This is an optimization exercise on Yosys and OpenROAD, whose aim is small area and a short achievable clock period, not a production implementation. Function was checked by simulation only, so behaviour that the tests miss may differ from the original. Power figures rest on the tool's default switching activity, not on a simulated workload.

## flow/design.v

```verilog
package bmu_op_pkg;
  localparam int BMU_OP_W = 6;
  typedef enum logic [BMU_OP_W-1:0] {
    OP_NOP,
    OP_ADD,
    OP_SUB,
    OP_SLT,
    OP_SLTU,
    OP_AND,
    OP_OR,
    OP_XOR,
    OP_ANDN,
    OP_ORN,
    OP_XNOR,
    OP_SLL,
    OP_SRL,
    OP_SRA,
    OP_ROL,
    OP_ROR,
    OP_SH1ADD,
    OP_SH2ADD,
    OP_SH3ADD,
    OP_CLZ,
    OP_CTZ,
    OP_CPOP,
    OP_SEXT_B,
    OP_SEXT_H,
    OP_MIN,
    OP_MAX,
    OP_MINU,
    OP_MAXU,
    OP_PACK,
    OP_PACKU,
    OP_PACKH,
    OP_REV8,
    OP_ORC_B,
    OP_BSET,
    OP_BCLR,
    OP_BINV,
    OP_BEXT,
    OP_CSRW,
    OP_CSRWI
  } bmu_op_e;
endpackage
package bmu_data_pkg;
  localparam int BMU_XLEN = 32;
  localparam int BMU_SHAMT_W = $clog2(BMU_XLEN);
  localparam int BMU_COUNT_W = $clog2(BMU_XLEN) + 1;
  typedef logic [BMU_XLEN-1:0] bmu_word_t;
  typedef logic [BMU_SHAMT_W-1:0] bmu_shamt_t;
  typedef logic [BMU_COUNT_W-1:0] bmu_count_t;
endpackage
module bmu_top #(
  parameter bit ZBA_EN = 1'b1,
  parameter bit ZBB_EN = 1'b1,
  parameter bit ZBS_EN = 1'b1,
  parameter bit ZBP_EN = 1'b1
) (
  input  logic        clk,
  input  logic        rst_n,
  input  logic        valid_in,
  input  logic [5:0]  op,
  input  logic        csr_ren,
  input  logic [31:0] csr_rddata,
  input  logic [31:0] a,
  input  logic [31:0] b,
  output logic [31:0] result,
  output logic        error
);
  logic ext_off;
  always_comb begin
    case (op)
      6'd16, 6'd17, 6'd18:
        ext_off = !ZBA_EN;
      6'd8, 6'd9, 6'd10, 6'd14, 6'd15, 6'd19, 6'd20, 6'd21, 6'd22, 6'd23,
      6'd24, 6'd25, 6'd26, 6'd27, 6'd28, 6'd30, 6'd31, 6'd32:
        ext_off = !ZBB_EN;
      6'd33, 6'd34, 6'd35, 6'd36:
        ext_off = !ZBS_EN;
      6'd29:
        ext_off = !ZBP_EN;
      default:
        ext_off = 1'b0;
    endcase
  end
  logic illegal, csr_sel, en;
  assign illegal = (csr_ren && (op != 6'd0)) || ext_off;
  assign csr_sel = csr_ren && (op == 6'd0);
  assign en      = !csr_ren && !ext_off;
  logic [63:0] d;
  assign d = {63'd0, en} << op;
  logic o_add, o_sub, o_slt, o_sltu, o_and, o_or, o_xor, o_andn, o_orn, o_xnor;
  logic o_sll, o_srl, o_sra, o_rol, o_ror, o_sh1, o_sh2, o_sh3, o_clz, o_ctz;
  logic o_cpop, o_sextb, o_sexth, o_min, o_max, o_minu, o_maxu, o_pack, o_packu;
  logic o_packh, o_rev8, o_orcb, o_bset, o_bclr, o_binv, o_bext, o_csrw, o_csrwi;
  assign o_add   = d[1];
  assign o_sub   = d[2];
  assign o_slt   = d[3];
  assign o_sltu  = d[4];
  assign o_and   = d[5];
  assign o_or    = d[6];
  assign o_xor   = d[7];
  assign o_andn  = d[8];
  assign o_orn   = d[9];
  assign o_xnor  = d[10];
  assign o_sll   = d[11];
  assign o_srl   = d[12];
  assign o_sra   = d[13];
  assign o_rol   = d[14];
  assign o_ror   = d[15];
  assign o_sh1   = d[16];
  assign o_sh2   = d[17];
  assign o_sh3   = d[18];
  assign o_clz   = d[19];
  assign o_ctz   = d[20];
  assign o_cpop  = d[21];
  assign o_sextb = d[22];
  assign o_sexth = d[23];
  assign o_min   = d[24];
  assign o_max   = d[25];
  assign o_minu  = d[26];
  assign o_maxu  = d[27];
  assign o_pack  = d[28];
  assign o_packu = d[29];
  assign o_packh = d[30];
  assign o_rev8  = d[31];
  assign o_orcb  = d[32];
  assign o_bset  = d[33];
  assign o_bclr  = d[34];
  assign o_binv  = d[35];
  assign o_bext  = d[36];
  assign o_csrw  = d[37];
  assign o_csrwi = d[38];
  logic cmp, cmp_s, mn, mx, shx, eoh, inv, cin, kc, k1, k2;
  assign mn    = o_min | o_minu;
  assign mx    = o_max | o_maxu;
  assign cmp_s = o_slt | o_min | o_max;
  assign cmp   = cmp_s | o_sltu | o_minu | o_maxu;
  assign shx   = o_sh1 | o_sh2 | o_sh3;
  assign eoh   = o_bset | o_bclr | o_binv;
  assign inv   = o_sub | cmp | o_andn | o_orn | o_xnor | o_bclr;
  assign cin   = inv;
  assign kc    = o_add | o_sub | shx;
  assign k1    = o_and | o_andn | o_or | o_orn | o_bset | o_bclr;
  assign k2    = kc | o_xor | o_xnor | o_or | o_orn | o_bset | o_binv;
  logic [4:0]  s;
  logic [31:0] oh, am, bm, p, g, c, x;
  assign s = b[4:0];
  always_comb begin
    for (int i = 0; i < 32; i++) begin
      oh[i] = (s == i[4:0]);
      am[i] = (a[i] & ~shx) | ((i >= 1) ? (a[(i+31)%32] & o_sh1) : 1'b0) |
              ((i >= 2) ? (a[(i+30)%32] & o_sh2) : 1'b0) | ((i >= 3) ? (a[(i+29)%32] & o_sh3) : 1'b0);
      bm[i] = (eoh ? oh[i] : b[i]) ^ inv;
    end
  end
  assign p = am ^ bm;
  assign g = am & bm;
  always_comb begin
    for (int i = 0; i < 32; i++) begin
      x[i] = ((p[i] & k2) | (g[i] & k1)) ^ (c[i] & kc);
    end
  end
  logic lt;
  assign lt = ~((cmp_s ? (~a[31] & b[31]) : g[31]) | (p[31] & c[31]));
  logic sel_a, sel_b, pa_lo8, pa_lo16, pa_hi, pb_lo, pb_hi;
  assign sel_a   = (mn & lt) | (mx & ~lt);
  assign sel_b   = (mn & ~lt) | (mx & lt);
  assign pa_hi   = sel_a | o_csrw;
  assign pa_lo16 = pa_hi | o_sexth | o_pack;
  assign pa_lo8  = pa_lo16 | o_sextb | o_packh;
  assign pb_lo   = sel_b | o_csrwi;
  assign pb_hi   = pb_lo | o_packu;
  logic [31:0] cp;
  always_comb begin
    for (int i = 0; i < 32; i++) begin
      cp[i] = (a[i] & ((i < 8) ? pa_lo8 : (i < 16) ? pa_lo16 : pa_hi)) |
              (b[i] & ((i < 16) ? pb_lo : pb_hi));
    end
  end
  logic        left;
  logic [4:0]  r;
  logic [31:0] rot0, rot1, rot2, rot3, rot4, rot;
  assign left = o_sll | o_rol;
  assign r[0] = s[0];
  assign r[1] = s[1] ^ (left & s[0]);
  assign r[2] = s[2] ^ (left & (|s[1:0]));
  assign r[3] = s[3] ^ (left & (|s[2:0]));
  assign r[4] = s[4] ^ (left & (|s[3:0]));
  assign rot0 = r[0] ? {a[0], a[31:1]} : a;
  assign rot1 = r[1] ? {rot0[1:0], rot0[31:2]} : rot0;
  assign rot2 = r[2] ? {rot1[3:0], rot1[31:4]} : rot1;
  assign rot3 = r[3] ? {rot2[7:0], rot2[31:8]} : rot2;
  assign rot  = r[4] ? {rot3[15:0], rot3[31:16]} : rot3;
  logic [31:0] t, shv;
  logic rotate, right;
  assign rotate = o_rol | o_ror;
  assign right  = o_srl | o_sra;
  always_comb begin
    for (int j = 0; j < 32; j++) t[j] = (s <= j[4:0]);
    for (int i = 0; i < 32; i++) begin
      shv[i] = (rot[i] & (rotate | (o_sll & t[i]) | (right & t[31-i]))) |
               (o_sra & a[31] & ~t[31-i]);
    end
  end
  logic [5:0] pop, lzc, tzc, cnt;
  assign cnt = ({6{o_cpop}} & pop) | ({6{o_clz}} & lzc) | ({6{o_ctz}} & tzc);
  logic [31:0] y;
  always_comb begin
    for (int i = 0; i < 32; i++) begin
      y[i] = (o_rev8 & a[8*(3-i/8) + i%8]) | (o_orcb & (|a[8*(i/8) +: 8]));
      if (i >= 8)             y[i] = y[i] | (o_sextb & a[7]);
      if (i >= 16)            y[i] = y[i] | (o_sexth & a[15]) | (o_pack & b[(i+16)%32]);
      if (i < 16)             y[i] = y[i] | (o_packu & a[(i+16)%32]);
      if (i >= 8 && i < 16)   y[i] = y[i] | (o_packh & b[(i+24)%32]);
    end
  end
  logic [31:0] result_next;
  always_comb begin
    result_next = x | shv | y | cp | (csr_rddata & {32{csr_sel}});
    result_next[5:0] = result_next[5:0] | cnt;
    result_next[0] = result_next[0] | (lt & (o_slt | o_sltu)) | (o_bext & rot[0]);
  end
  always_ff @(posedge clk or negedge rst_n) begin
    if (!rst_n) begin
      result <= '0;
      error  <= 1'b0;
    end else if (valid_in) begin
      result <= result_next;
      error  <= illegal;
    end
  end
  logic pc_1;
  logic pc_2;
  logic pc_3;
  logic pc_4;
  logic pc_5;
  logic pc_6;
  logic pc_7;
  logic pc_8;
  logic pc_9;
  logic pc_10;
  logic pc_11;
  logic pc_12;
  logic pc_13;
  logic pc_14;
  logic pc_15;
  logic pc_16;
  logic pc_17;
  logic pc_18;
  logic pc_19;
  logic pc_20;
  logic pc_21;
  logic pc_22;
  logic pc_23;
  logic pc_24;
  logic pc_25;
  logic pc_26;
  logic pc_27;
  logic pc_28;
  logic pc_29;
  logic pc_30;
  logic pc_31;
  logic pc_32;
  logic pc_33;
  logic pc_34;
  logic pc_35;
  logic pc_36;
  logic pc_37;
  logic pc_38;
  logic pc_39;
  logic pc_40;
  logic pc_41;
  logic pc_42;
  logic pc_43;
  logic pc_44;
  logic pc_45;
  logic pc_46;
  logic pc_47;
  logic pc_48;
  logic pc_49;
  logic pc_50;
  logic pc_51;
  logic pc_52;
  logic pc_o0;
  logic pc_o1;
  logic pc_o2;
  logic pc_o3;
  logic pc_o4;
  logic pc_o5;
  logic lz_v1_0;
  logic lz_c1_0_0;
  logic lz_v1_1;
  logic lz_c1_1_0;
  logic lz_v1_2;
  logic lz_c1_2_0;
  logic lz_v1_3;
  logic lz_c1_3_0;
  logic lz_v1_4;
  logic lz_c1_4_0;
  logic lz_v1_5;
  logic lz_c1_5_0;
  logic lz_v1_6;
  logic lz_c1_6_0;
  logic lz_v1_7;
  logic lz_c1_7_0;
  logic lz_v1_8;
  logic lz_c1_8_0;
  logic lz_v1_9;
  logic lz_c1_9_0;
  logic lz_v1_10;
  logic lz_c1_10_0;
  logic lz_v1_11;
  logic lz_c1_11_0;
  logic lz_v1_12;
  logic lz_c1_12_0;
  logic lz_v1_13;
  logic lz_c1_13_0;
  logic lz_v1_14;
  logic lz_c1_14_0;
  logic lz_v1_15;
  logic lz_c1_15_0;
  logic lz_v2_0;
  logic lz_c2_0_0;
  logic lz_c2_0_1;
  logic lz_v2_1;
  logic lz_c2_1_0;
  logic lz_c2_1_1;
  logic lz_v2_2;
  logic lz_c2_2_0;
  logic lz_c2_2_1;
  logic lz_v2_3;
  logic lz_c2_3_0;
  logic lz_c2_3_1;
  logic lz_v2_4;
  logic lz_c2_4_0;
  logic lz_c2_4_1;
  logic lz_v2_5;
  logic lz_c2_5_0;
  logic lz_c2_5_1;
  logic lz_v2_6;
  logic lz_c2_6_0;
  logic lz_c2_6_1;
  logic lz_v2_7;
  logic lz_c2_7_0;
  logic lz_c2_7_1;
  logic lz_v3_0;
  logic lz_c3_0_0;
  logic lz_c3_0_1;
  logic lz_c3_0_2;
  logic lz_v3_1;
  logic lz_c3_1_0;
  logic lz_c3_1_1;
  logic lz_c3_1_2;
  logic lz_v3_2;
  logic lz_c3_2_0;
  logic lz_c3_2_1;
  logic lz_c3_2_2;
  logic lz_v3_3;
  logic lz_c3_3_0;
  logic lz_c3_3_1;
  logic lz_c3_3_2;
  logic lz_v4_0;
  logic lz_c4_0_0;
  logic lz_c4_0_1;
  logic lz_c4_0_2;
  logic lz_c4_0_3;
  logic lz_v4_1;
  logic lz_c4_1_0;
  logic lz_c4_1_1;
  logic lz_c4_1_2;
  logic lz_c4_1_3;
  logic lz_v5_0;
  logic lz_c5_0_0;
  logic lz_c5_0_1;
  logic lz_c5_0_2;
  logic lz_c5_0_3;
  logic lz_c5_0_4;
  logic tz_v1_0;
  logic tz_c1_0_0;
  logic tz_v1_1;
  logic tz_c1_1_0;
  logic tz_v1_2;
  logic tz_c1_2_0;
  logic tz_v1_3;
  logic tz_c1_3_0;
  logic tz_v1_4;
  logic tz_c1_4_0;
  logic tz_v1_5;
  logic tz_c1_5_0;
  logic tz_v1_6;
  logic tz_c1_6_0;
  logic tz_v1_7;
  logic tz_c1_7_0;
  logic tz_v1_8;
  logic tz_c1_8_0;
  logic tz_v1_9;
  logic tz_c1_9_0;
  logic tz_v1_10;
  logic tz_c1_10_0;
  logic tz_v1_11;
  logic tz_c1_11_0;
  logic tz_v1_12;
  logic tz_c1_12_0;
  logic tz_v1_13;
  logic tz_c1_13_0;
  logic tz_v1_14;
  logic tz_c1_14_0;
  logic tz_v1_15;
  logic tz_c1_15_0;
  logic tz_v2_0;
  logic tz_c2_0_0;
  logic tz_c2_0_1;
  logic tz_v2_1;
  logic tz_c2_1_0;
  logic tz_c2_1_1;
  logic tz_v2_2;
  logic tz_c2_2_0;
  logic tz_c2_2_1;
  logic tz_v2_3;
  logic tz_c2_3_0;
  logic tz_c2_3_1;
  logic tz_v2_4;
  logic tz_c2_4_0;
  logic tz_c2_4_1;
  logic tz_v2_5;
  logic tz_c2_5_0;
  logic tz_c2_5_1;
  logic tz_v2_6;
  logic tz_c2_6_0;
  logic tz_c2_6_1;
  logic tz_v2_7;
  logic tz_c2_7_0;
  logic tz_c2_7_1;
  logic tz_v3_0;
  logic tz_c3_0_0;
  logic tz_c3_0_1;
  logic tz_c3_0_2;
  logic tz_v3_1;
  logic tz_c3_1_0;
  logic tz_c3_1_1;
  logic tz_c3_1_2;
  logic tz_v3_2;
  logic tz_c3_2_0;
  logic tz_c3_2_1;
  logic tz_c3_2_2;
  logic tz_v3_3;
  logic tz_c3_3_0;
  logic tz_c3_3_1;
  logic tz_c3_3_2;
  logic tz_v4_0;
  logic tz_c4_0_0;
  logic tz_c4_0_1;
  logic tz_c4_0_2;
  logic tz_c4_0_3;
  logic tz_v4_1;
  logic tz_c4_1_0;
  logic tz_c4_1_1;
  logic tz_c4_1_2;
  logic tz_c4_1_3;
  logic tz_v5_0;
  logic tz_c5_0_0;
  logic tz_c5_0_1;
  logic tz_c5_0_2;
  logic tz_c5_0_3;
  logic tz_c5_0_4;
  logic bk_g1_1;
  logic bk_p1_1;
  logic bk_g1_3;
  logic bk_p1_3;
  logic bk_g1_5;
  logic bk_p1_5;
  logic bk_g1_7;
  logic bk_p1_7;
  logic bk_g1_9;
  logic bk_p1_9;
  logic bk_g1_11;
  logic bk_p1_11;
  logic bk_g1_13;
  logic bk_p1_13;
  logic bk_g1_15;
  logic bk_p1_15;
  logic bk_g1_17;
  logic bk_p1_17;
  logic bk_g1_19;
  logic bk_p1_19;
  logic bk_g1_21;
  logic bk_p1_21;
  logic bk_g1_23;
  logic bk_p1_23;
  logic bk_g1_25;
  logic bk_p1_25;
  logic bk_g1_27;
  logic bk_p1_27;
  logic bk_g1_29;
  logic bk_p1_29;
  logic bk_g1_31;
  logic bk_p1_31;
  logic bk_g2_3;
  logic bk_p2_3;
  logic bk_g2_7;
  logic bk_p2_7;
  logic bk_g2_11;
  logic bk_p2_11;
  logic bk_g2_15;
  logic bk_p2_15;
  logic bk_g2_19;
  logic bk_p2_19;
  logic bk_g2_23;
  logic bk_p2_23;
  logic bk_g2_27;
  logic bk_p2_27;
  logic bk_g2_31;
  logic bk_p2_31;
  logic bk_g4_7;
  logic bk_p4_7;
  logic bk_g4_15;
  logic bk_p4_15;
  logic bk_g4_23;
  logic bk_p4_23;
  logic bk_g4_31;
  logic bk_p4_31;
  logic bk_g8_15;
  logic bk_p8_15;
  logic bk_g8_31;
  logic bk_p8_31;
  logic bk_g16_31;
  logic bk_p16_31;
  logic bk_h8_23;
  logic bk_h4_11;
  logic bk_h4_19;
  logic bk_h4_27;
  logic bk_h2_5;
  logic bk_h2_9;
  logic bk_h2_13;
  logic bk_h2_17;
  logic bk_h2_21;
  logic bk_h2_25;
  logic bk_h2_29;
  logic bk_h1_2;
  logic bk_h1_4;
  logic bk_h1_6;
  logic bk_h1_8;
  logic bk_h1_10;
  logic bk_h1_12;
  logic bk_h1_14;
  logic bk_h1_16;
  logic bk_h1_18;
  logic bk_h1_20;
  logic bk_h1_22;
  logic bk_h1_24;
  logic bk_h1_26;
  logic bk_h1_28;
  logic bk_h1_30;
  assign pc_1 = a[0] ^ a[10] ^ a[11];
  assign pc_2 = (a[0] & a[10]) | (a[0] & a[11]) | (a[10] & a[11]);
  assign pc_3 = a[12] ^ a[13] ^ a[14];
  assign pc_4 = (a[12] & a[13]) | (a[12] & a[14]) | (a[13] & a[14]);
  assign pc_5 = a[15] ^ a[16] ^ a[17];
  assign pc_6 = (a[15] & a[16]) | (a[15] & a[17]) | (a[16] & a[17]);
  assign pc_7 = a[18] ^ a[19] ^ a[1];
  assign pc_8 = (a[18] & a[19]) | (a[18] & a[1]) | (a[19] & a[1]);
  assign pc_9 = a[20] ^ a[21] ^ a[22];
  assign pc_10 = (a[20] & a[21]) | (a[20] & a[22]) | (a[21] & a[22]);
  assign pc_11 = a[23] ^ a[24] ^ a[25];
  assign pc_12 = (a[23] & a[24]) | (a[23] & a[25]) | (a[24] & a[25]);
  assign pc_13 = a[26] ^ a[27] ^ a[28];
  assign pc_14 = (a[26] & a[27]) | (a[26] & a[28]) | (a[27] & a[28]);
  assign pc_15 = a[29] ^ a[2] ^ a[30];
  assign pc_16 = (a[29] & a[2]) | (a[29] & a[30]) | (a[2] & a[30]);
  assign pc_17 = a[31] ^ a[3] ^ a[4];
  assign pc_18 = (a[31] & a[3]) | (a[31] & a[4]) | (a[3] & a[4]);
  assign pc_19 = a[5] ^ a[6] ^ a[7];
  assign pc_20 = (a[5] & a[6]) | (a[5] & a[7]) | (a[6] & a[7]);
  assign pc_21 = a[8] ^ a[9] ^ pc_1;
  assign pc_22 = (a[8] & a[9]) | (a[8] & pc_1) | (a[9] & pc_1);
  assign pc_23 = pc_11 ^ pc_13 ^ pc_15;
  assign pc_24 = (pc_11 & pc_13) | (pc_11 & pc_15) | (pc_13 & pc_15);
  assign pc_25 = pc_17 ^ pc_19 ^ pc_3;
  assign pc_26 = (pc_17 & pc_19) | (pc_17 & pc_3) | (pc_19 & pc_3);
  assign pc_27 = pc_5 ^ pc_7 ^ pc_9;
  assign pc_28 = (pc_5 & pc_7) | (pc_5 & pc_9) | (pc_7 & pc_9);
  assign pc_29 = pc_21 ^ pc_23 ^ pc_25;
  assign pc_30 = (pc_21 & pc_23) | (pc_21 & pc_25) | (pc_23 & pc_25);
  assign pc_31 = pc_10 ^ pc_12 ^ pc_14;
  assign pc_32 = (pc_10 & pc_12) | (pc_10 & pc_14) | (pc_12 & pc_14);
  assign pc_33 = pc_16 ^ pc_18 ^ pc_2;
  assign pc_34 = (pc_16 & pc_18) | (pc_16 & pc_2) | (pc_18 & pc_2);
  assign pc_35 = pc_20 ^ pc_4 ^ pc_6;
  assign pc_36 = (pc_20 & pc_4) | (pc_20 & pc_6) | (pc_4 & pc_6);
  assign pc_37 = pc_8 ^ pc_22 ^ pc_24;
  assign pc_38 = (pc_8 & pc_22) | (pc_8 & pc_24) | (pc_22 & pc_24);
  assign pc_39 = pc_26 ^ pc_28 ^ pc_31;
  assign pc_40 = (pc_26 & pc_28) | (pc_26 & pc_31) | (pc_28 & pc_31);
  assign pc_41 = pc_33 ^ pc_35 ^ pc_30;
  assign pc_42 = (pc_33 & pc_35) | (pc_33 & pc_30) | (pc_35 & pc_30);
  assign pc_43 = pc_37 ^ pc_39;
  assign pc_44 = pc_37 & pc_39;
  assign pc_45 = pc_32 ^ pc_34 ^ pc_36;
  assign pc_46 = (pc_32 & pc_34) | (pc_32 & pc_36) | (pc_34 & pc_36);
  assign pc_47 = pc_38 ^ pc_40 ^ pc_45;
  assign pc_48 = (pc_38 & pc_40) | (pc_38 & pc_45) | (pc_40 & pc_45);
  assign pc_49 = pc_44 ^ pc_42;
  assign pc_50 = pc_44 & pc_42;
  assign pc_51 = pc_46 ^ pc_48;
  assign pc_52 = pc_46 & pc_48;
  assign pc_o0 = (pc_27 ^ pc_29) ^ (1'b0);
  assign pc_o1 = (pc_43 ^ pc_41) ^ (((pc_27 & pc_29)));
  assign pc_o2 = (pc_47 ^ pc_49) ^ (((pc_27 & pc_29) & (pc_43 | pc_41)) | ((pc_43 & pc_41)));
  assign pc_o3 = (pc_50 ^ pc_51) ^ (((pc_27 & pc_29) & (pc_43 | pc_41) & (pc_47 | pc_49)) | ((pc_43 & pc_41) & (pc_47 | pc_49)) | ((pc_47 & pc_49)));
  assign pc_o4 = pc_52 ^ (((pc_27 & pc_29) & (pc_43 | pc_41) & (pc_47 | pc_49) & (pc_50 | pc_51)) | ((pc_43 & pc_41) & (pc_47 | pc_49) & (pc_50 | pc_51)) | ((pc_47 & pc_49) & (pc_50 | pc_51)) | ((pc_50 & pc_51)));
  assign pc_o5 = 1'b0 ^ (((pc_27 & pc_29) & (pc_43 | pc_41) & (pc_47 | pc_49) & (pc_50 | pc_51) & pc_52) | ((pc_43 & pc_41) & (pc_47 | pc_49) & (pc_50 | pc_51) & pc_52) | ((pc_47 & pc_49) & (pc_50 | pc_51) & pc_52) | ((pc_50 & pc_51) & pc_52) | (1'b0));
  assign lz_v1_0 = a[1] | a[0];
  assign lz_c1_0_0 = ~a[1];
  assign lz_v1_1 = a[3] | a[2];
  assign lz_c1_1_0 = ~a[3];
  assign lz_v1_2 = a[5] | a[4];
  assign lz_c1_2_0 = ~a[5];
  assign lz_v1_3 = a[7] | a[6];
  assign lz_c1_3_0 = ~a[7];
  assign lz_v1_4 = a[9] | a[8];
  assign lz_c1_4_0 = ~a[9];
  assign lz_v1_5 = a[11] | a[10];
  assign lz_c1_5_0 = ~a[11];
  assign lz_v1_6 = a[13] | a[12];
  assign lz_c1_6_0 = ~a[13];
  assign lz_v1_7 = a[15] | a[14];
  assign lz_c1_7_0 = ~a[15];
  assign lz_v1_8 = a[17] | a[16];
  assign lz_c1_8_0 = ~a[17];
  assign lz_v1_9 = a[19] | a[18];
  assign lz_c1_9_0 = ~a[19];
  assign lz_v1_10 = a[21] | a[20];
  assign lz_c1_10_0 = ~a[21];
  assign lz_v1_11 = a[23] | a[22];
  assign lz_c1_11_0 = ~a[23];
  assign lz_v1_12 = a[25] | a[24];
  assign lz_c1_12_0 = ~a[25];
  assign lz_v1_13 = a[27] | a[26];
  assign lz_c1_13_0 = ~a[27];
  assign lz_v1_14 = a[29] | a[28];
  assign lz_c1_14_0 = ~a[29];
  assign lz_v1_15 = a[31] | a[30];
  assign lz_c1_15_0 = ~a[31];
  assign lz_v2_0 = lz_v1_1 | lz_v1_0;
  assign lz_c2_0_0 = lz_v1_1 ? lz_c1_1_0 : lz_c1_0_0;
  assign lz_c2_0_1 = ~lz_v1_1;
  assign lz_v2_1 = lz_v1_3 | lz_v1_2;
  assign lz_c2_1_0 = lz_v1_3 ? lz_c1_3_0 : lz_c1_2_0;
  assign lz_c2_1_1 = ~lz_v1_3;
  assign lz_v2_2 = lz_v1_5 | lz_v1_4;
  assign lz_c2_2_0 = lz_v1_5 ? lz_c1_5_0 : lz_c1_4_0;
  assign lz_c2_2_1 = ~lz_v1_5;
  assign lz_v2_3 = lz_v1_7 | lz_v1_6;
  assign lz_c2_3_0 = lz_v1_7 ? lz_c1_7_0 : lz_c1_6_0;
  assign lz_c2_3_1 = ~lz_v1_7;
  assign lz_v2_4 = lz_v1_9 | lz_v1_8;
  assign lz_c2_4_0 = lz_v1_9 ? lz_c1_9_0 : lz_c1_8_0;
  assign lz_c2_4_1 = ~lz_v1_9;
  assign lz_v2_5 = lz_v1_11 | lz_v1_10;
  assign lz_c2_5_0 = lz_v1_11 ? lz_c1_11_0 : lz_c1_10_0;
  assign lz_c2_5_1 = ~lz_v1_11;
  assign lz_v2_6 = lz_v1_13 | lz_v1_12;
  assign lz_c2_6_0 = lz_v1_13 ? lz_c1_13_0 : lz_c1_12_0;
  assign lz_c2_6_1 = ~lz_v1_13;
  assign lz_v2_7 = lz_v1_15 | lz_v1_14;
  assign lz_c2_7_0 = lz_v1_15 ? lz_c1_15_0 : lz_c1_14_0;
  assign lz_c2_7_1 = ~lz_v1_15;
  assign lz_v3_0 = lz_v2_1 | lz_v2_0;
  assign lz_c3_0_0 = lz_v2_1 ? lz_c2_1_0 : lz_c2_0_0;
  assign lz_c3_0_1 = lz_v2_1 ? lz_c2_1_1 : lz_c2_0_1;
  assign lz_c3_0_2 = ~lz_v2_1;
  assign lz_v3_1 = lz_v2_3 | lz_v2_2;
  assign lz_c3_1_0 = lz_v2_3 ? lz_c2_3_0 : lz_c2_2_0;
  assign lz_c3_1_1 = lz_v2_3 ? lz_c2_3_1 : lz_c2_2_1;
  assign lz_c3_1_2 = ~lz_v2_3;
  assign lz_v3_2 = lz_v2_5 | lz_v2_4;
  assign lz_c3_2_0 = lz_v2_5 ? lz_c2_5_0 : lz_c2_4_0;
  assign lz_c3_2_1 = lz_v2_5 ? lz_c2_5_1 : lz_c2_4_1;
  assign lz_c3_2_2 = ~lz_v2_5;
  assign lz_v3_3 = lz_v2_7 | lz_v2_6;
  assign lz_c3_3_0 = lz_v2_7 ? lz_c2_7_0 : lz_c2_6_0;
  assign lz_c3_3_1 = lz_v2_7 ? lz_c2_7_1 : lz_c2_6_1;
  assign lz_c3_3_2 = ~lz_v2_7;
  assign lz_v4_0 = lz_v3_1 | lz_v3_0;
  assign lz_c4_0_0 = lz_v3_1 ? lz_c3_1_0 : lz_c3_0_0;
  assign lz_c4_0_1 = lz_v3_1 ? lz_c3_1_1 : lz_c3_0_1;
  assign lz_c4_0_2 = lz_v3_1 ? lz_c3_1_2 : lz_c3_0_2;
  assign lz_c4_0_3 = ~lz_v3_1;
  assign lz_v4_1 = lz_v3_3 | lz_v3_2;
  assign lz_c4_1_0 = lz_v3_3 ? lz_c3_3_0 : lz_c3_2_0;
  assign lz_c4_1_1 = lz_v3_3 ? lz_c3_3_1 : lz_c3_2_1;
  assign lz_c4_1_2 = lz_v3_3 ? lz_c3_3_2 : lz_c3_2_2;
  assign lz_c4_1_3 = ~lz_v3_3;
  assign lz_v5_0 = lz_v4_1 | lz_v4_0;
  assign lz_c5_0_0 = lz_v4_1 ? lz_c4_1_0 : lz_c4_0_0;
  assign lz_c5_0_1 = lz_v4_1 ? lz_c4_1_1 : lz_c4_0_1;
  assign lz_c5_0_2 = lz_v4_1 ? lz_c4_1_2 : lz_c4_0_2;
  assign lz_c5_0_3 = lz_v4_1 ? lz_c4_1_3 : lz_c4_0_3;
  assign lz_c5_0_4 = ~lz_v4_1;
  assign tz_v1_0 = a[0] | a[1];
  assign tz_c1_0_0 = ~a[0];
  assign tz_v1_1 = a[2] | a[3];
  assign tz_c1_1_0 = ~a[2];
  assign tz_v1_2 = a[4] | a[5];
  assign tz_c1_2_0 = ~a[4];
  assign tz_v1_3 = a[6] | a[7];
  assign tz_c1_3_0 = ~a[6];
  assign tz_v1_4 = a[8] | a[9];
  assign tz_c1_4_0 = ~a[8];
  assign tz_v1_5 = a[10] | a[11];
  assign tz_c1_5_0 = ~a[10];
  assign tz_v1_6 = a[12] | a[13];
  assign tz_c1_6_0 = ~a[12];
  assign tz_v1_7 = a[14] | a[15];
  assign tz_c1_7_0 = ~a[14];
  assign tz_v1_8 = a[16] | a[17];
  assign tz_c1_8_0 = ~a[16];
  assign tz_v1_9 = a[18] | a[19];
  assign tz_c1_9_0 = ~a[18];
  assign tz_v1_10 = a[20] | a[21];
  assign tz_c1_10_0 = ~a[20];
  assign tz_v1_11 = a[22] | a[23];
  assign tz_c1_11_0 = ~a[22];
  assign tz_v1_12 = a[24] | a[25];
  assign tz_c1_12_0 = ~a[24];
  assign tz_v1_13 = a[26] | a[27];
  assign tz_c1_13_0 = ~a[26];
  assign tz_v1_14 = a[28] | a[29];
  assign tz_c1_14_0 = ~a[28];
  assign tz_v1_15 = a[30] | a[31];
  assign tz_c1_15_0 = ~a[30];
  assign tz_v2_0 = tz_v1_0 | tz_v1_1;
  assign tz_c2_0_0 = tz_v1_0 ? tz_c1_0_0 : tz_c1_1_0;
  assign tz_c2_0_1 = ~tz_v1_0;
  assign tz_v2_1 = tz_v1_2 | tz_v1_3;
  assign tz_c2_1_0 = tz_v1_2 ? tz_c1_2_0 : tz_c1_3_0;
  assign tz_c2_1_1 = ~tz_v1_2;
  assign tz_v2_2 = tz_v1_4 | tz_v1_5;
  assign tz_c2_2_0 = tz_v1_4 ? tz_c1_4_0 : tz_c1_5_0;
  assign tz_c2_2_1 = ~tz_v1_4;
  assign tz_v2_3 = tz_v1_6 | tz_v1_7;
  assign tz_c2_3_0 = tz_v1_6 ? tz_c1_6_0 : tz_c1_7_0;
  assign tz_c2_3_1 = ~tz_v1_6;
  assign tz_v2_4 = tz_v1_8 | tz_v1_9;
  assign tz_c2_4_0 = tz_v1_8 ? tz_c1_8_0 : tz_c1_9_0;
  assign tz_c2_4_1 = ~tz_v1_8;
  assign tz_v2_5 = tz_v1_10 | tz_v1_11;
  assign tz_c2_5_0 = tz_v1_10 ? tz_c1_10_0 : tz_c1_11_0;
  assign tz_c2_5_1 = ~tz_v1_10;
  assign tz_v2_6 = tz_v1_12 | tz_v1_13;
  assign tz_c2_6_0 = tz_v1_12 ? tz_c1_12_0 : tz_c1_13_0;
  assign tz_c2_6_1 = ~tz_v1_12;
  assign tz_v2_7 = tz_v1_14 | tz_v1_15;
  assign tz_c2_7_0 = tz_v1_14 ? tz_c1_14_0 : tz_c1_15_0;
  assign tz_c2_7_1 = ~tz_v1_14;
  assign tz_v3_0 = tz_v2_0 | tz_v2_1;
  assign tz_c3_0_0 = tz_v2_0 ? tz_c2_0_0 : tz_c2_1_0;
  assign tz_c3_0_1 = tz_v2_0 ? tz_c2_0_1 : tz_c2_1_1;
  assign tz_c3_0_2 = ~tz_v2_0;
  assign tz_v3_1 = tz_v2_2 | tz_v2_3;
  assign tz_c3_1_0 = tz_v2_2 ? tz_c2_2_0 : tz_c2_3_0;
  assign tz_c3_1_1 = tz_v2_2 ? tz_c2_2_1 : tz_c2_3_1;
  assign tz_c3_1_2 = ~tz_v2_2;
  assign tz_v3_2 = tz_v2_4 | tz_v2_5;
  assign tz_c3_2_0 = tz_v2_4 ? tz_c2_4_0 : tz_c2_5_0;
  assign tz_c3_2_1 = tz_v2_4 ? tz_c2_4_1 : tz_c2_5_1;
  assign tz_c3_2_2 = ~tz_v2_4;
  assign tz_v3_3 = tz_v2_6 | tz_v2_7;
  assign tz_c3_3_0 = tz_v2_6 ? tz_c2_6_0 : tz_c2_7_0;
  assign tz_c3_3_1 = tz_v2_6 ? tz_c2_6_1 : tz_c2_7_1;
  assign tz_c3_3_2 = ~tz_v2_6;
  assign tz_v4_0 = tz_v3_0 | tz_v3_1;
  assign tz_c4_0_0 = tz_v3_0 ? tz_c3_0_0 : tz_c3_1_0;
  assign tz_c4_0_1 = tz_v3_0 ? tz_c3_0_1 : tz_c3_1_1;
  assign tz_c4_0_2 = tz_v3_0 ? tz_c3_0_2 : tz_c3_1_2;
  assign tz_c4_0_3 = ~tz_v3_0;
  assign tz_v4_1 = tz_v3_2 | tz_v3_3;
  assign tz_c4_1_0 = tz_v3_2 ? tz_c3_2_0 : tz_c3_3_0;
  assign tz_c4_1_1 = tz_v3_2 ? tz_c3_2_1 : tz_c3_3_1;
  assign tz_c4_1_2 = tz_v3_2 ? tz_c3_2_2 : tz_c3_3_2;
  assign tz_c4_1_3 = ~tz_v3_2;
  assign tz_v5_0 = tz_v4_0 | tz_v4_1;
  assign tz_c5_0_0 = tz_v4_0 ? tz_c4_0_0 : tz_c4_1_0;
  assign tz_c5_0_1 = tz_v4_0 ? tz_c4_0_1 : tz_c4_1_1;
  assign tz_c5_0_2 = tz_v4_0 ? tz_c4_0_2 : tz_c4_1_2;
  assign tz_c5_0_3 = tz_v4_0 ? tz_c4_0_3 : tz_c4_1_3;
  assign tz_c5_0_4 = ~tz_v4_0;
  assign pop[0] = pc_o0;
  assign lzc[0] = (lz_c5_0_0 & lz_v5_0);
  assign tzc[0] = (tz_c5_0_0 & tz_v5_0);
  assign pop[1] = pc_o1;
  assign lzc[1] = (lz_c5_0_1 & lz_v5_0);
  assign tzc[1] = (tz_c5_0_1 & tz_v5_0);
  assign pop[2] = pc_o2;
  assign lzc[2] = (lz_c5_0_2 & lz_v5_0);
  assign tzc[2] = (tz_c5_0_2 & tz_v5_0);
  assign pop[3] = pc_o3;
  assign lzc[3] = (lz_c5_0_3 & lz_v5_0);
  assign tzc[3] = (tz_c5_0_3 & tz_v5_0);
  assign pop[4] = pc_o4;
  assign lzc[4] = (lz_c5_0_4 & lz_v5_0);
  assign tzc[4] = (tz_c5_0_4 & tz_v5_0);
  assign pop[5] = pc_o5;
  assign lzc[5] = ~lz_v5_0;
  assign tzc[5] = ~tz_v5_0;
  assign bk_g1_1 = g[1] | (p[1] & (g[0] | (p[0] & cin)));
  assign bk_p1_1 = p[1] & p[0];
  assign bk_g1_3 = g[3] | (p[3] & g[2]);
  assign bk_p1_3 = p[3] & p[2];
  assign bk_g1_5 = g[5] | (p[5] & g[4]);
  assign bk_p1_5 = p[5] & p[4];
  assign bk_g1_7 = g[7] | (p[7] & g[6]);
  assign bk_p1_7 = p[7] & p[6];
  assign bk_g1_9 = g[9] | (p[9] & g[8]);
  assign bk_p1_9 = p[9] & p[8];
  assign bk_g1_11 = g[11] | (p[11] & g[10]);
  assign bk_p1_11 = p[11] & p[10];
  assign bk_g1_13 = g[13] | (p[13] & g[12]);
  assign bk_p1_13 = p[13] & p[12];
  assign bk_g1_15 = g[15] | (p[15] & g[14]);
  assign bk_p1_15 = p[15] & p[14];
  assign bk_g1_17 = g[17] | (p[17] & g[16]);
  assign bk_p1_17 = p[17] & p[16];
  assign bk_g1_19 = g[19] | (p[19] & g[18]);
  assign bk_p1_19 = p[19] & p[18];
  assign bk_g1_21 = g[21] | (p[21] & g[20]);
  assign bk_p1_21 = p[21] & p[20];
  assign bk_g1_23 = g[23] | (p[23] & g[22]);
  assign bk_p1_23 = p[23] & p[22];
  assign bk_g1_25 = g[25] | (p[25] & g[24]);
  assign bk_p1_25 = p[25] & p[24];
  assign bk_g1_27 = g[27] | (p[27] & g[26]);
  assign bk_p1_27 = p[27] & p[26];
  assign bk_g1_29 = g[29] | (p[29] & g[28]);
  assign bk_p1_29 = p[29] & p[28];
  assign bk_g1_31 = g[31] | (p[31] & g[30]);
  assign bk_p1_31 = p[31] & p[30];
  assign bk_g2_3 = bk_g1_3 | (bk_p1_3 & bk_g1_1);
  assign bk_p2_3 = bk_p1_3 & bk_p1_1;
  assign bk_g2_7 = bk_g1_7 | (bk_p1_7 & bk_g1_5);
  assign bk_p2_7 = bk_p1_7 & bk_p1_5;
  assign bk_g2_11 = bk_g1_11 | (bk_p1_11 & bk_g1_9);
  assign bk_p2_11 = bk_p1_11 & bk_p1_9;
  assign bk_g2_15 = bk_g1_15 | (bk_p1_15 & bk_g1_13);
  assign bk_p2_15 = bk_p1_15 & bk_p1_13;
  assign bk_g2_19 = bk_g1_19 | (bk_p1_19 & bk_g1_17);
  assign bk_p2_19 = bk_p1_19 & bk_p1_17;
  assign bk_g2_23 = bk_g1_23 | (bk_p1_23 & bk_g1_21);
  assign bk_p2_23 = bk_p1_23 & bk_p1_21;
  assign bk_g2_27 = bk_g1_27 | (bk_p1_27 & bk_g1_25);
  assign bk_p2_27 = bk_p1_27 & bk_p1_25;
  assign bk_g2_31 = bk_g1_31 | (bk_p1_31 & bk_g1_29);
  assign bk_p2_31 = bk_p1_31 & bk_p1_29;
  assign bk_g4_7 = bk_g2_7 | (bk_p2_7 & bk_g2_3);
  assign bk_p4_7 = bk_p2_7 & bk_p2_3;
  assign bk_g4_15 = bk_g2_15 | (bk_p2_15 & bk_g2_11);
  assign bk_p4_15 = bk_p2_15 & bk_p2_11;
  assign bk_g4_23 = bk_g2_23 | (bk_p2_23 & bk_g2_19);
  assign bk_p4_23 = bk_p2_23 & bk_p2_19;
  assign bk_g4_31 = bk_g2_31 | (bk_p2_31 & bk_g2_27);
  assign bk_p4_31 = bk_p2_31 & bk_p2_27;
  assign bk_g8_15 = bk_g4_15 | (bk_p4_15 & bk_g4_7);
  assign bk_p8_15 = bk_p4_15 & bk_p4_7;
  assign bk_g8_31 = bk_g4_31 | (bk_p4_31 & bk_g4_23);
  assign bk_p8_31 = bk_p4_31 & bk_p4_23;
  assign bk_g16_31 = bk_g8_31 | (bk_p8_31 & bk_g8_15);
  assign bk_p16_31 = bk_p8_31 & bk_p8_15;
  assign bk_h8_23 = bk_g4_23 | (bk_p4_23 & bk_g8_15);
  assign bk_h4_11 = bk_g2_11 | (bk_p2_11 & bk_g4_7);
  assign bk_h4_19 = bk_g2_19 | (bk_p2_19 & bk_g8_15);
  assign bk_h4_27 = bk_g2_27 | (bk_p2_27 & bk_h8_23);
  assign bk_h2_5 = bk_g1_5 | (bk_p1_5 & bk_g2_3);
  assign bk_h2_9 = bk_g1_9 | (bk_p1_9 & bk_g4_7);
  assign bk_h2_13 = bk_g1_13 | (bk_p1_13 & bk_h4_11);
  assign bk_h2_17 = bk_g1_17 | (bk_p1_17 & bk_g8_15);
  assign bk_h2_21 = bk_g1_21 | (bk_p1_21 & bk_h4_19);
  assign bk_h2_25 = bk_g1_25 | (bk_p1_25 & bk_h8_23);
  assign bk_h2_29 = bk_g1_29 | (bk_p1_29 & bk_h4_27);
  assign bk_h1_2 = g[2] | (p[2] & bk_g1_1);
  assign bk_h1_4 = g[4] | (p[4] & bk_g2_3);
  assign bk_h1_6 = g[6] | (p[6] & bk_h2_5);
  assign bk_h1_8 = g[8] | (p[8] & bk_g4_7);
  assign bk_h1_10 = g[10] | (p[10] & bk_h2_9);
  assign bk_h1_12 = g[12] | (p[12] & bk_h4_11);
  assign bk_h1_14 = g[14] | (p[14] & bk_h2_13);
  assign bk_h1_16 = g[16] | (p[16] & bk_g8_15);
  assign bk_h1_18 = g[18] | (p[18] & bk_h2_17);
  assign bk_h1_20 = g[20] | (p[20] & bk_h4_19);
  assign bk_h1_22 = g[22] | (p[22] & bk_h2_21);
  assign bk_h1_24 = g[24] | (p[24] & bk_h8_23);
  assign bk_h1_26 = g[26] | (p[26] & bk_h2_25);
  assign bk_h1_28 = g[28] | (p[28] & bk_h4_27);
  assign bk_h1_30 = g[30] | (p[30] & bk_h2_29);
  assign c[0] = cin;
  assign c[1] = (g[0] | (p[0] & cin));
  assign c[2] = bk_g1_1;
  assign c[3] = bk_h1_2;
  assign c[4] = bk_g2_3;
  assign c[5] = bk_h1_4;
  assign c[6] = bk_h2_5;
  assign c[7] = bk_h1_6;
  assign c[8] = bk_g4_7;
  assign c[9] = bk_h1_8;
  assign c[10] = bk_h2_9;
  assign c[11] = bk_h1_10;
  assign c[12] = bk_h4_11;
  assign c[13] = bk_h1_12;
  assign c[14] = bk_h2_13;
  assign c[15] = bk_h1_14;
  assign c[16] = bk_g8_15;
  assign c[17] = bk_h1_16;
  assign c[18] = bk_h2_17;
  assign c[19] = bk_h1_18;
  assign c[20] = bk_h4_19;
  assign c[21] = bk_h1_20;
  assign c[22] = bk_h2_21;
  assign c[23] = bk_h1_22;
  assign c[24] = bk_h8_23;
  assign c[25] = bk_h1_24;
  assign c[26] = bk_h2_25;
  assign c[27] = bk_h1_26;
  assign c[28] = bk_h4_27;
  assign c[29] = bk_h1_28;
  assign c[30] = bk_h2_29;
  assign c[31] = bk_h1_30;
endmodule
```

## flow/run.sh

```bash
#!/bin/bash
# synth_recipe.tcl (not shown) runs the flow's synth.tcl, then flattens the netlist and writes it again
# the make line also repeats each setting of config.mk as NAME=value (left out here)
make -C /OpenROAD-flow-scripts/flow DESIGN_CONFIG=/design/flow/config.mk WORK_HOME=/design/flow/orfs CLKGATE_MAP_FILE= SYNTH_SCRIPT=/design/flow/synth_recipe.tcl finish
```

## flow/config.mk

```make
export PLATFORM = sky130hd
export DESIGN_NAME = bmu_top
export DESIGN_NICKNAME = bmu_top
export VERILOG_FILES = /design/flow/design.v
export SDC_FILE = /design/flow/constraint.sdc
export NUM_CORES = 4
export LEC_CHECK = 0
export ABC_AREA = 1
export CAP_MARGIN = 20
export CORE_MARGIN = 2
export CORE_UTILIZATION = 40
export PLACE_DENSITY = 0.6
export SLEW_MARGIN = 20
```

## flow/constraint.sdc

```tcl
create_clock -name core_clock -period 7.5 [get_ports {clk}]
set_input_delay 1.5000 -clock core_clock [delete_from_list [all_inputs] [get_ports {clk}]]
set_output_delay 1.5000 -clock core_clock [all_outputs]
set_load 0.01 [all_outputs]
```

==> run summary, run 1 <==
- Pwr Density: 127 mW/mm^2
- Slew Limit Fails: 0
- Syn_nets: 2010
- Maxcap violations: 0
- Leakage: 5.43 nW
- Sequential area share after synthesis: 8.03%
- Worst hold path class: flip-flop to flip-flop
- Post-route insts no fill: 2287
- Filler cells: 2707
- Initial antenna violation count: 3
- Starting Density: 40.9%
- Crit Path Category: primary input to flip-flop
- Final min period: 7.31 ns
- RR Startpoint: error$_DFFE_PN0P_
- Main synth FF type: dfrtp_1
- Core ar.: 0.0252 mm^2
- CP Data Arrival Time: 7.49 ns
- Max_slew headroom: 23.2%
- IO Count: 139
- Critical path peak fanout: 10
- Via count: 14800
- Vias per inst: 6.46
- Worst path slowest cell: clkdlybuf4s50_1
- EDFF count, synth: 0
- Die Height: 164 um
- Setup crit end kind: flip-flop
- Final core occ: 49.6%
- Setup TNS: 0 ns
- CP most frequent cell: fa_1
- Postcts setup bufs: 0
- Ys async rst share: 100%
- Routed Antenna Nets: 0
- Number of global-route vias before repair: 13500
- Routed len/inst: 28.1 um
- Clock Tree Buf Depth: 2
- Final hold violation count: 0
- TritonCTS buffer count: 5
- Layout Nets: 2132
- Commonest non-fill, non-tap cell in the layout: nand2_1
- CP delay by family, top: adder cells
- Clk sinks: 33
- Max Freq: 0.137 GHz
- R2R depth: 2
- Hold endpoint: result[19]$_DFFE_PN0P_
- Root Driver: clkbuf_16
- Maximum VDD drop: 0.255 mV
- WP buf/inv: 3
- Crit path required time: 7.68 ns
- Total wire length: 64300 um
- DRT iter0 DRCs: 2496
- RSZ-0062 raised after global routing: false
- Layout cell share with drive strength beyond 1: 7.57%
- DRT Pass-1 Iters: 8
- Register-to-register setup slack: 6.76 ns
- R2R Path End: error$_DFFE_PN0P_
- Highest-count cells in the layout ignoring fill and taps: 442 x nand2_1, 237 x inv_1, 198 x nor2_1
- Period utilisation layout: 97.5%
- Final Skew: 0 ns
- H-tree level count: 2
- Critical path cell sequence: clkdlybuf4s50_1, inv_1, fa_1, fa_1, fa_1, fa_1, inv_1, fa_1, xor2_1, nand2_1, o21ai_0, a2111oi_0, o221ai_1, a221oi_2, nand4_1, a21oi_1, a21oi_1
- Port Buf Inserts: 138
- Largest net degree at the start of global routing: 58
- Placed Cells: 2278
- CTS tree: done
- Gpl congestion: 1.16
- Clock Latency Late Sink: 0.30 ns
- Actual slew at the worst max-slew pin: 1.15 ns
- Yosys Warn Count: 1
- Syn_area_per_cell: 5.61 um^2
- Area Overhead vs Synth: 21.5%
- Distinct cells, synth: 55
- Pwr Total: 1.59 mW
- Post-synthesis instance area: 0.0103 mm^2
- Syn Inst Count: 1833
- Die area: 0.0270 mm^2
- Detailed Place HPWL: 51800 um
- First-pass GRT wire length: 90300 um
- # setup viols final: 0
- Outcome: no timing/DRC/antenna violations
- Yosys reg bits: 33
- Hold path start: result[19]$_DFFE_PN0P_
- Worst Hold Depth: 2
- Startpoint types: primary input
- Hold WS: 0.522 ns
- DRC Markers: 0
- Congestion Overflow GR: 0
- Core Rows: 58
- Worst-path clk slew: 0.06 ns
- Crit path largest cell delay: 0.91 ns
- Die width: 164 um
- GRT Total Usage: 46.6%
==> flip-flops by register name, indices dropped and copies added, names as in the netlist <==
register  cells
result       32
error         1
==> metrics by stage <==
stage / instance area, um^2 / setup WS (ns)
6_report: 12500 / 0.189
2_1_floorplan: 10300 / 1.90
4_1_cts: 12500 / 0.144
3_3_place_gp: 12300 / -0.322
3_5_place_dp: 12300 / -0.182
5_1_grt: 12500 / 0.148
==> layout make-up <==
cell class | instances | area [um^2] | share of cell area [%]
Multi-Input combinational cell | 1450 | 8200 | 65.7
Timing Repair Buffer | 216 | 1960 | 15.7
Inverter | 249 | 935 | 7.48
Sequential cell | 33 | 826 | 6.61
Tap cell | 330 | 413 | 3.30
Clock buffer | 7 | 153 | 1.22
Clock inverter | 1 | 5.00 | 0.0401
Antenna cell | 1 | 2.50 | 0.0200
==> cells in the mapped netlist, drive strengths merged (13+ instances only) <==
cell type / count / area (um^2)
or2: 19 / 119
a21oi: 137 / 686
nand3: 62 / 343
buf: 13 / 80.1
nor2: 207 / 822
ha: 47 / 588
inv: 244 / 916
o21a: 16 / 120
xnor2: 24 / 210
o211ai: 18 / 135
dfrtp: 33 / 826
clkbuf: 88 / 330
o22ai: 56 / 350
xor2: 15 / 139
o221ai: 22 / 193
o2111ai: 44 / 385
nand2: 452 / 1730
a22oi: 24 / 180
o21ai: 195 / 980
nand4: 22 / 144
fa: 24 / 480
==> worst max path at each step <==
| stage | startpoint | to | slack (ns) | depth (start not counted) |
|---|---|---|---|---|
| 2_1_floorplan | a[2] | result[2]$_DFFE_PN0P_ | 1.90 | 17 |
| 3_3_place_gp | a[2] | result[2]$_DFFE_PN0P_ | -0.32 | 17 |
| 3_5_place_dp | a[2] | result[2]$_DFFE_PN0P_ | -0.18 | 17 |
| 4_1_cts | a[2] | result[2]$_DFFE_PN0P_ | 0.14 | 17 |
| 5_1_grt | a[7] | result[2]$_DFFE_PN0P_ | 0.15 | 17 |
| 6_report | a[7] | result[2]$_DFFE_PN0P_ | 0.19 | 17 |
==> kinds of logic after synthesis <==
kind of cell    after synthesis  synth area share, %
compound gates              556                 32.9
xor+xnor                     39                 3.39
fa+ha+maj                    71                 10.4
buf+inv                     350                 13.1
flops                        33                 8.03
mux                           6                0.645
simple gates                778                 31.6
==> layer usage <==
metal / wire (um) / track usage, % / up-vias / part of all wire, %
met1: 24000 / 58.4 / 6805 / 37
met5: 23 / 0 / - / 0.036
met3: 9960 / 17.2 / 292 / 15
li1: - / - / 6449 / -
met2: 25500 / 67.5 / 1219 / 40
met4: 4880 / 29.0 / 4 / 7.6
==> tightest hold or removal path, stage by stage, from the launching register on <==
cell	delay [ns]
dfrtp_1	0.34
nor2_1	0.05
a21oi_1	0.10
==> where the power goes <==
part | switching, mW | leakage [nW] | internal [mW]
combinational | 0.705 | 4.96 | 0.414
sequential | 0.0239 | 0.386 | 0.216
clock | 0.0871 | 0.0799 | 0.141
total | 0.816 | 5.43 | 0.771
==> timing repair <==
action | 4_1_cts | 5_1_grt
hold buffers | 0 | 0
gates resized for setup | 0 | 1
hold endpoints to repair | 0 | 0
setup endpoints to repair | 0 | 1
==> run 2: changes to the inputs <==
--- a/flow/design.v
+++ b/flow/design.v
@@ -131,16 +131,20 @@
   assign o_bext  = d[36];
   assign o_csrw  = d[37];
   assign o_csrwi = d[38];
-  logic cmp, cmp_s, mn, mx, shx, eoh, inv, cin, kc, k1, k2;
+  logic shx, sh1, sh2, sh3, eoh, inv, cin, cmp_s;
+  assign shx   = op[4] & ~op[3];
+  assign sh1   = shx & ~op[1] & ~op[0];
+  assign sh2   = shx & op[0];
+  assign sh3   = shx & op[1];
+  assign eoh   = op[5];
+  assign inv   = op[3] | (~op[4] & ~op[2] & ~op[0]) | (op[2] & ~op[1] & ~op[0]) |
+                 (~op[5] & ~op[2] & op[1] & op[0]);
+  assign cin   = op[3] | (~op[4] & ~op[0]) | (op[1] & op[0]);
+  assign cmp_s = op[4] ? ~op[1] : op[0];
+  logic mn, mx, kc, k1, k2;
   assign mn    = o_min | o_minu;
   assign mx    = o_max | o_maxu;
-  assign cmp_s = o_slt | o_min | o_max;
-  assign cmp   = cmp_s | o_sltu | o_minu | o_maxu;
-  assign shx   = o_sh1 | o_sh2 | o_sh3;
-  assign eoh   = o_bset | o_bclr | o_binv;
-  assign inv   = o_sub | cmp | o_andn | o_orn | o_xnor | o_bclr;
-  assign cin   = inv;
-  assign kc    = o_add | o_sub | shx;
+  assign kc    = o_add | o_sub | o_sh1 | o_sh2 | o_sh3;
   assign k1    = o_and | o_andn | o_or | o_orn | o_bset | o_bclr;
   assign k2    = kc | o_xor | o_xnor | o_or | o_orn | o_bset | o_binv;
   logic [4:0]  s;
@@ -149,8 +153,8 @@
   always_comb begin
     for (int i = 0; i < 32; i++) begin
       oh[i] = (s == i[4:0]);
-      am[i] = (a[i] & ~shx) | ((i >= 1) ? (a[(i+31)%32] & o_sh1) : 1'b0) |
-              ((i >= 2) ? (a[(i+30)%32] & o_sh2) : 1'b0) | ((i >= 3) ? (a[(i+29)%32] & o_sh3) : 1'b0);
+      am[i] = (a[i] & ~shx) | ((i >= 1) ? (a[(i+31)%32] & sh1) : 1'b0) |
+              ((i >= 2) ? (a[(i+30)%32] & sh2) : 1'b0) | ((i >= 3) ? (a[(i+29)%32] & sh3) : 1'b0);
       bm[i] = (eoh ? oh[i] : b[i]) ^ inv;
     end
   end
@@ -181,7 +185,7 @@
   logic        left;
   logic [4:0]  r;
   logic [31:0] rot0, rot1, rot2, rot3, rot4, rot;
-  assign left = o_sll | o_rol;
+  assign left = ~op[2] | (op[1] & ~op[0]);
   assign r[0] = s[0];
   assign r[1] = s[1] ^ (left & s[0]);
   assign r[2] = s[2] ^ (left & (|s[1:0]));
--- a/flow/config.mk
+++ b/flow/config.mk
@@ -8,6 +8,7 @@
 export ABC_AREA = 1
 export CAP_MARGIN = 20
 export CORE_MARGIN = 2
-export CORE_UTILIZATION = 40
-export PLACE_DENSITY = 0.6
+export CORE_UTILIZATION = 50
+export PLACE_DENSITY = 0.7
+export SETUP_SLACK_MARGIN = 2.0
 export SLEW_MARGIN = 20
==> run 2 against run 1 <==
Effect of this change: critical path depth decreased by 2; total power increased by 21%; largest cell class unchanged; routed wire length decreased by 1.1%; synthesized cell count decreased by 0.38%; worst hold slack got worse by 0.024 ns; clock skew unchanged; clock power increased by 11%; maximum frequency increased by 31%; worst setup slack improved by 1.7 ns; utilization increased by 16 points; synthesized area increased by 0.46%; sequential share of layout area decreased by 0.43 points.
==> run summary, run 2 <==
- H-tree level count: 2
- Sequential area share after synthesis: 7.99%
- Critical path peak fanout: 6
- Detailed Place HPWL: 46600 um
- WP buf/inv: 3
- Largest area contributor in the netlist: nand2_1
- Congestion Overflow GR: 0
- Final hold violation count: 0
- CP delay by family, top: compound AO/OA/AOI/OAI gates
- Initial antenna violation count: 2
- Worst-path clk slew: 0.06 ns
- Crit path required time: 7.67 ns
- Vias per inst: 6.87
- Maximum VDD drop: 0.334 mV
- Maxcap violations: 0
- Largest register FFs: 32
- Layout Nets: 2162
- Die width: 148 um
- Distinct cells, synth: 56
- Final min period: 5.58 ns
- Top cells by area in the synthesized netlist: nand2_1 16%, inv_1 9.8%, dfrtp_1 8.0%
- Number of global-route vias before repair: 13600
- Final Skew: 0 ns
- Placed instance area: 0.0121 mm^2
- Commonest non-fill, non-tap cell in the layout: nand2_1
- Routed len/inst: 28.2 um
- Startpoint types: primary input
- Yosys reg bits: 33
- Worst hold path class: flip-flop to flip-flop
- IO Count: 139
- TritonCTS buffer count: 5
- Pwr Density: 144 mW/mm^2
- CTS tree: done
- Ys async rst share: 100%
- Max Freq: 0.179 GHz
- Syn_area_per_cell: 5.66 um^2
- Layout cell share with drive strength beyond 1: 14.4%
- Core Rows: 52
- Syn_nets: 2003
- Period utilisation layout: 74.3%
- Core ar.: 0.0202 mm^2
- Setup crit end kind: flip-flop
- Leakage: 5.80 nW
- Clock Latency Late Sink: 0.29 ns
- Die area: 0.0218 mm^2
- Main synth FF type: dfrtp_1
- Critical path cell sequence: clkdlybuf4s50_1, nor2_1, nand3_1, inv_1, nand2_1, nor3_1, nor2_1, o21ai_0, inv_1, nand2_1, a2111oi_0, nand3_1, o21bai_1, a21oi_1, a21oi_1
- Gpl congestion: 1.20
- Routed Antenna Nets: 0
- Crit Path Category: primary input to flip-flop
- GRT Total Usage: 55.1%
- CP Data Arrival Time: 5.75 ns
- Setup TNS: 0 ns
- Root Driver: clkbuf_16
- First-pass GRT wire length: 88300 um
- Clk sinks: 33
- Most frequent cells after synthesis: 430 x nand2_1, 270 x inv_1, 176 x nor2_1
- Via count: 15500
- Yosys Warn Count: 1
- Starting Density: 51.1%
- Count leader, synth: nand2_1
- Die Height: 148 um
- Total wire length: 63600 um
- Post-synth top area share: 15.6%
- DRT iter0 DRCs: 2663
- Largest net degree at the start of global routing: 41
- DRT Pass-1 Iters: 11
- Post-synthesis instance area: 0.0103 mm^2
- Outcome: no timing/DRC/antenna violations
- Filler cells: 1864
- Slew Limit Fails: 0
- Multi-input logic area: 0.00852 mm^2
- Crit path largest cell delay: 0.98 ns
- EDFF count, synth: 0
- Clock Tree Buf Depth: 2
- Area Overhead vs Synth: 29.3%
- Syn Inst Count: 1826
- Actual slew at the worst max-slew pin: 1.26 ns
- Biggest regs: result (32), error (1)
- Worst path slowest cell: a2111oi_0
- RSZ-0062 raised after global routing: false
- Max_slew headroom: 14.1%
- Port Buf Inserts: 138
- Design Area, Final: 0.0134 mm^2
- Largest Register: result
- # setup viols final: 0
- FF+latch area: 826 um^2
- Highest-count cells in the layout ignoring fill and taps: 426 x nand2_1, 248 x inv_1, 161 x nor2_1
- DRC Markers: 0
[run 2: stage by stage]
| step | setup slack, ns | power, mW | hold slack (ns) | instances | util, % |
|---|---|---|---|---|---|
| after CTS | 1.99 | 1.71 | 0.493 | 2212 | 62.0 |
| after detailed placement | 0.898 | 1.42 | 0.478 | 2189 | 59.9 |
| after global routing | 1.90 | 2.03 | 0.544 | 2256 | 66.0 |
| final | 1.92 | 1.93 | 0.497 | 2257 | 66.0 |
| after global placement | 0.915 | 1.40 | 0.484 | 2189 | 59.8 |
| after floorplan | 2.25 | 0.989 | 0.518 | 1826 | - |
[run 2: worst min-delay path, cell delays in order, from the launching register on]
cell     delay (ns)
dfrtp_1        0.35
nand2_1        0.06
o31ai_1        0.05
[run 2: cell type report]
| cell class | instances | share of cell area [%] |
|---|---|---|
| Multi-Input combinational cell | 1414 | 63.7 |
| Clock buffer | 7 | 1.07 |
| Inverter | 283 | 8.32 |
| Clock inverter | 1 | 0.225 |
| Tap cell | 270 | 2.53 |
| Timing Repair Buffer | 248 | 17.9 |
| Antenna cell | 1 | 0.0187 |
| Sequential cell | 33 | 6.18 |
[run 2: what timing repair did]
action | in CTS | in global routing
setup buffers | 12 | 42
hold buffers | 0 | 0
endpoints found under the setup margin | 32 | 32
resized for setup | 80 | 141
pin swaps | 14 | 47
cloned | 3 | 2
hold endpoints to repair | 0 | 0
[run 2: cell families (layout without fill, tap and decap cells)]
family          count (synthesis)  count (layout)  synth area share (%)
flops                          33              33                  7.99
other cells                     0               1                     0
compound gates                557             557                  33.7
xor+xnor                       39              39                  3.56
simple gates                  740             743                  29.6
fa+ha+maj                      71              71                  10.3
mux                             4               4                 0.436
buf+inv                       382             539                  14.3
[run 2: worst paths after layout]
kind                                   startpoint                endpoint  slack, ns  cells after the start
setup / recovery                          csr_ren  result[16]$_DFFE_PN0P_       1.92                     15
hold / removal                  error$_DFFE_PN0P_       error$_DFFE_PN0P_       0.50                      2
setup reg to reg           result[31]$_DFFE_PN0P_  result[31]$_DFFE_PN0P_       6.80                      2
hold reg to reg                 error$_DFFE_PN0P_       error$_DFFE_PN0P_       0.50                      2
max in group asynchronous                   rst_n   result[1]$_DFFE_PN0P_       5.53                      2
min in group asynchronous                   rst_n  result[19]$_DFFE_PN0P_       1.63                      2
[run 2: power by group]
group | switching (mW) | leakage [nW] | internal, mW | total [mW]
logic | 0.890 | 5.32 | 0.551 | 1.44
registers | 0.0211 | 0.394 | 0.211 | 0.232
clock network | 0.0871 | 0.0841 | 0.166 | 0.253
total | 0.998 | 5.80 | 0.928 | 1.93
[run 2: metal layers]
layer / global-route usage (%) / vias up / part of all wire [%]
met3: 23.3 / 518 / 18
li1: - / 6502 / -
met4: 39.4 / 2 / 11
met1: 66.6 / 6903 / 33
met5: 0 / - / 0.057
met2: 78.1 / 1591 / 39
==> run 3: changes to the inputs <==
==> flow/flow/run.sh (new file) <==
#!/bin/bash
# The standard layout (standard.sh), with two changes made on its make
# command line / environment:
#  - ADDER_MAP_FILE is left empty, so synthesis does not extract full and
#    half adder cells and ABC maps the adder and popcount trees from gates;
#    the rest of synth_recipe.tcl runs unchanged, so the registers and their
#    names are the standard synthesis's
#  - ports are buffered with sky130_fd_sc_hd__buf_2 instead of the default
#    delay buffer
set -euo pipefail
sed 's#SYNTH_SCRIPT=#ADDER_MAP_FILE= SYNTH_SCRIPT=#' standard.sh > flow_standard.sh
grep -q "ADDER_MAP_FILE= SYNTH_SCRIPT=" flow_standard.sh
export BUFFER_PORTS_ARGS="-buffer_cell sky130_fd_sc_hd__buf_2"
bash flow_standard.sh > flow_make.log 2>&1
==> flow/standard.sh (new file) <==
#!/bin/bash
# synth_recipe.tcl (not shown) runs the flow's synth.tcl, then flattens the netlist and writes it again
# the make line also repeats each setting of config.mk as NAME=value (left out here)
make -C /OpenROAD-flow-scripts/flow DESIGN_CONFIG=/design/flow/config.mk WORK_HOME=/design/flow/orfs CLKGATE_MAP_FILE= SYNTH_SCRIPT=/design/flow/synth_recipe.tcl "${@:-finish}"
--- a/flow/config.mk
+++ b/flow/config.mk
@@ -8,7 +8,7 @@
 export ABC_AREA = 1
 export CAP_MARGIN = 20
 export CORE_MARGIN = 2
-export CORE_UTILIZATION = 50
-export PLACE_DENSITY = 0.7
-export SETUP_SLACK_MARGIN = 2.0
+export CORE_UTILIZATION = 75
+export PLACE_DENSITY = 0.85
+export SETUP_SLACK_MARGIN = 3.0
 export SLEW_MARGIN = 20
removed: flow/run.sh
==> run 3 against run 2 <==
Effect of this change: the run now fails in global routing (5_1_grt); synthesized area up 3.7%; synthesized cell count increased by 13%.
==> run summary, run 3 <==
- Largest net degree at the start of global routing: 41
- H-tree level count: 2
- Count leader, synth: nand2_1
- Detailed Place HPWL: 38400 um
- Yosys Warn Count: 1
- Most frequent cells after synthesis: 637 x nand2_1, 232 x inv_1, 229 x nor2_1
- Sequential area share after synthesis: 7.70%
- Syn_nets: 2178
- Port Buf Inserts: 138
- Top cells by area in the synthesized netlist: nand2_1 22%, inv_1 8.1%, nor2_1 8.0%
- Die width: 124 um
- Die Height: 124 um
- Yosys reg bits: 33
- EDFF count, synth: 0
- Gpl congestion: 1.43
- Error msg: [ERROR GRT-0116] Global routing finished with congestion. Check the congestion regions in the DRC Viewer.
- Outcome: aborted with a tool error
- Clk sinks: 33
- First-pass GRT wire length: 91200 um
- Root Driver: clkbuf_16
- Fail Step: global routing (5_1_grt)
- Ys async rst share: 100%
- Main synth FF type: dfrtp_1
- Starting Density: 76.9%
- Clock Tree Buf Depth: 2
- Core Rows: 43
- GRT Total Usage: 78.2%
- Post-synthesis instance area: 0.0107 mm^2
- Distinct cells, synth: 63
- Congestion Overflow GR: 164
- Hold_buf cts: 0
- Number of global-route vias before repair: 16600
- Syn_area_per_cell: 5.17 um^2
- Largest area contributor in the netlist: nand2_1
- IO Count: 139
- TritonCTS buffer count: 5
- Placed Cells: 2287
- Syn Inst Count: 2072
- Post-synth top area share: 22.3%
-- run 3: cell types whose count changed after synthesis, sizes merged, moves of 18 or more --
cell	before	now
nand2	438	657
nor2	181	242
inv	275	246
or2	12	30
ha	47	0
fa	24	0
-- run 3: layer usage --
metal | global-route usage (%) | GRT overflow
met5 | 39.2 | 0
met4 | 75.2 | 75
met2 | 93.5 | 77
met1 | 81.2 | 5
met3 | 59.9 | 7
-- run 3: timing repair --
action | 4_1_cts
setup endpoints to repair | 32
pin swaps | 11
buffers inserted | 21
gates cloned | 9
resized for setup | 70
-- run 3: per-stage QoR --
| step | setup WS, ns | utilization (%) | area, um^2 |
|---|---|---|---|
| after detailed placement | 2.02 | 80.3 | 11200 |
| after floorplan | 3.33 | - | 10700 |
| after CTS | 3.00 | 85.9 | 12000 |
| after global placement | 2.22 | 80.3 | 11200 |
-- run 3: cells by family after synthesis --
logic type / count (synthesis) / share of synthesized area (%)
compound gates: 563 / 32.4
buf+inv: 364 / 14.3
xor+xnor: 45 / 3.75
flops: 33 / 7.70
simple gates: 1067 / 41.9
-- run 3: worst max-delay path by stage --
stage,endpoint,slack (ns),cells after the start
floorplan,result[6]$_DFFE_PN0P_,3.33,31
global placement,result[5]$_DFFE_PN0P_,2.22,32
detailed placement,result[2]$_DFFE_PN0P_,2.02,32
CTS,result[24]$_DFFE_PN0P_,3.00,32
-- run 3: power groups by stage --
stage | Sequential [mW] | Clock, mW | Combinational [mW]
after floorplan | 0.244 | 0 | 0.711
after global placement | 0.228 | 0 | 0.962
after detailed placement | 0.229 | 0 | 0.990
after CTS | 0.228 | 0.245 | 1.05

[re-timing with driven ports]
In the flow no input, the clock included, has a driving cell. The finished layouts below were timed again as built, in two steps. Step 1 assumes that a clkbuf_16 drives the clock port and a buf_2 every other input. Step 2 adds t to the input delays and takes it off the output delays; t is the mean of the earliest and latest rising clock arrival at the registers after step 1. Input paths then give back, and output paths get back, about the clock's delay inside the block. Three values: ideal ports, drivers, drivers and shift; two values: the first two.
run	t, ns	slack for setup (ns)	worst setup path at the end	clock arrival spread, ns	worst slew at a driven data input, ns
run 1	0.337	0.189 / 0.203 / -0.133	input to register	0.007 / 0.007	0.05
run 2	0.328	1.925 / 1.942 / 1.614	input to register	0.002 / 0.002	0.05
With both steps, setup timing fails in run 1, where it was met with ideal ports. For run 1, which loses most, drivers alone change the setup slack by +0.014 ns; drivers and shift together by -0.322 ns.
